What follows belongs to an exercise in optimizing a design on an open flow for small area and a short achievable clock period; a production flow would make more cautious choices.
Where RTL was checked, it was by simulation tests only, not by an equivalence proof against the original.

== build 4 ==
// groove_sample_scheduler
module groove_sample_scheduler #(
    parameter int DEPTH = 4
) (
    input  logic        clk,
    input  logic        reset,
    input  logic        sync_start,
    input  logic [31:0] sig_time,
    input  logic        dir,
    input  logic [31:0] afll_ltr,
    input  logic [31:0] afll_rtl,
    input  logic        pos_valid,
    output logic        pos_ready,
    input  logic [15:0] pos_in,
    output logic        fire,
    output logic [31:0] fire_time,
    output logic        missed,
    output logic        busy
);
    localparam int AW = $clog2(DEPTH);
    localparam logic [AW:0] FULL = (AW+1)'(DEPTH);
    logic               started, st_m1, st_m2, st_wait, st_fire;
    logic               first, can_push;
    logic [15:0]        mem [DEPTH];
    logic [AW-1:0]      wr_ptr, rd_ptr;
    logic [AW:0]        count, count_nx;
    logic [31:0]        base, dur, target;
    logic [5:0]         dg_nx;
    logic [2:0]         b_one, b_two, b_neg;
    logic               c5;
    logic               xg, yg;      
    logic [31:0]        cr;
    logic               push, pop, st_ready, hit, m1_nx, m2_nx, wait_nx, fire_nx;
    logic [15:0]        head;
    logic [3:0]         head_nx;
    logic [31:0]        x, y;
    logic [37:0]        r;
    logic signed [31:0] d;
    assign st_ready  = started && !(st_m1 || st_m2 || st_wait || st_fire);
    assign pos_ready = can_push && !sync_start;
    assign push      = pos_valid && pos_ready;
    assign pop       = st_ready && (count != 0) && !sync_start;
    assign fire      = st_fire;
    assign fire_time = target;
    assign head    = mem[rd_ptr];
    assign head_nx = (push && wr_ptr == rd_ptr) ? pos_in[3:0] : head[3:0];
  ...
clock: 9.0 ns
lec_check: 0
abc_area: 1
cap_margin: 20
core_margin: 2
core_utilization: 40
setup_slack_margin: 5
slew_margin: 20
tns_end_percent: 100
standard.sh (not shown) runs the stock make flow with config.mk's settings and CLKGATE_MAP_FILE= SYNTH_SCRIPT=/design/flow/synth_recipe.tcl, a recipe that flattens the netlist after the stock synthesis.
==> flow/flow/run.sh <==
#!/bin/bash
# The standard layout (the standard.sh: ORFS synthesis, floorplan, power grid,
# placement, CTS and routing) with two changes:
#  - synthesis skips the generic ABC pass that Yosys's synth runs before the adder
#    extraction (SYNTH_ARGS=-noabc), so the full adders are extracted from the RTL's own
#    adder tree without inverters between them; the liberty-mapped ABC pass still runs,
#    and the registers are the same as the standard synthesis's;
#  - the port buffers are inserted as buf_1 cells rather than the larger cell the
#    resizer picks by default; timing repair still resizes them as needed.
set -euo pipefail
export SYNTH_ARGS="-noabc"
export BUFFER_PORTS_ARGS="-buffer_cell sky130_fd_sc_hd__buf_1"
bash standard.sh > standard.log 2>&1
Relative to build 4, the following input files were edited for build 36:
--- a/flow/design.v
+++ b/flow/design.v
@@ -861,21 +861,22 @@
             busy     <= 1'b0;
             wr_ptr   <= '0;
             rd_ptr   <= '0;
             count    <= '0;
         end else begin
             started  <= started || sync_start;
-            can_push <= (started || sync_start) && count_nx != FULL;
+            can_push <= sync_start || (started && !(!pop && (count == FULL
+                                                             || (count == FULL - 1 && push))));
             count    <= count_nx;
             st_m1    <= m1_nx;
             st_m2    <= m2_nx;
             st_wait  <= wait_nx;
             st_fire  <= fire_nx;
             xg       <= m1_nx || m2_nx;
             yg       <= m2_nx;
-            busy     <= count_nx != 0 || m1_nx || m2_nx || wait_nx || fire_nx;
+            busy     <= !sync_start && (push || count != 0 || st_m1 || st_m2 || st_wait);
             missed   <= st_wait && hit && !sync_start && first && (sig_time != target);
             if (sync_start) begin
                 wr_ptr <= '0;
                 rd_ptr <= '0;
             end else begin
                 if (push) wr_ptr <= wr_ptr + 1'b1;
## What came out
- Ratio of final minimum period to clock period: build 4 vs build 36, no meaningful difference
- Final area grows by a few percent when moving from build 4 to build 36.
- Changes observed in build 36 relative to build 4: number of instances in the placed design now larger.
- Compared build 36 vs build 4, and cell area after synthesis is up in build 36.
- dur[3] as the launch point of the critical path was reported by build 4, and b_one[1] by build 36.
- Clock skew after layout across build 4 and build 36: no real change.
- Build 36 gives less biggest cell delay along the critical path than build 4 did.
- Setup slack after placement (lower): build 4
Only the layout flow was run in build 36; the RTL was not checked for function there.

[separate check: timing with driven ports]
The flow's constraints put no driver on any port. The routed layouts listed below were extracted and timed again, unchanged, in two steps. Step 1 assumes that a clkbuf_16 drives the clock port and a buf_2 every other input. Step 2 also shifts input and output timing later by t, the mid clock arrival at the registers, as if the neighbouring blocks saw the same clock. Three values: no drivers, after step 1, after step 2; two values: the first two.
run | t, ns | slack for setup (ns) | worst setup path at the end
build 4 | 0.520 | 4.727 / 4.727 / 4.727 | register to register
build 36 | 0.506 | 4.740 / 4.740 / 4.740 | register to register
After both steps every run listed still meets setup and hold.
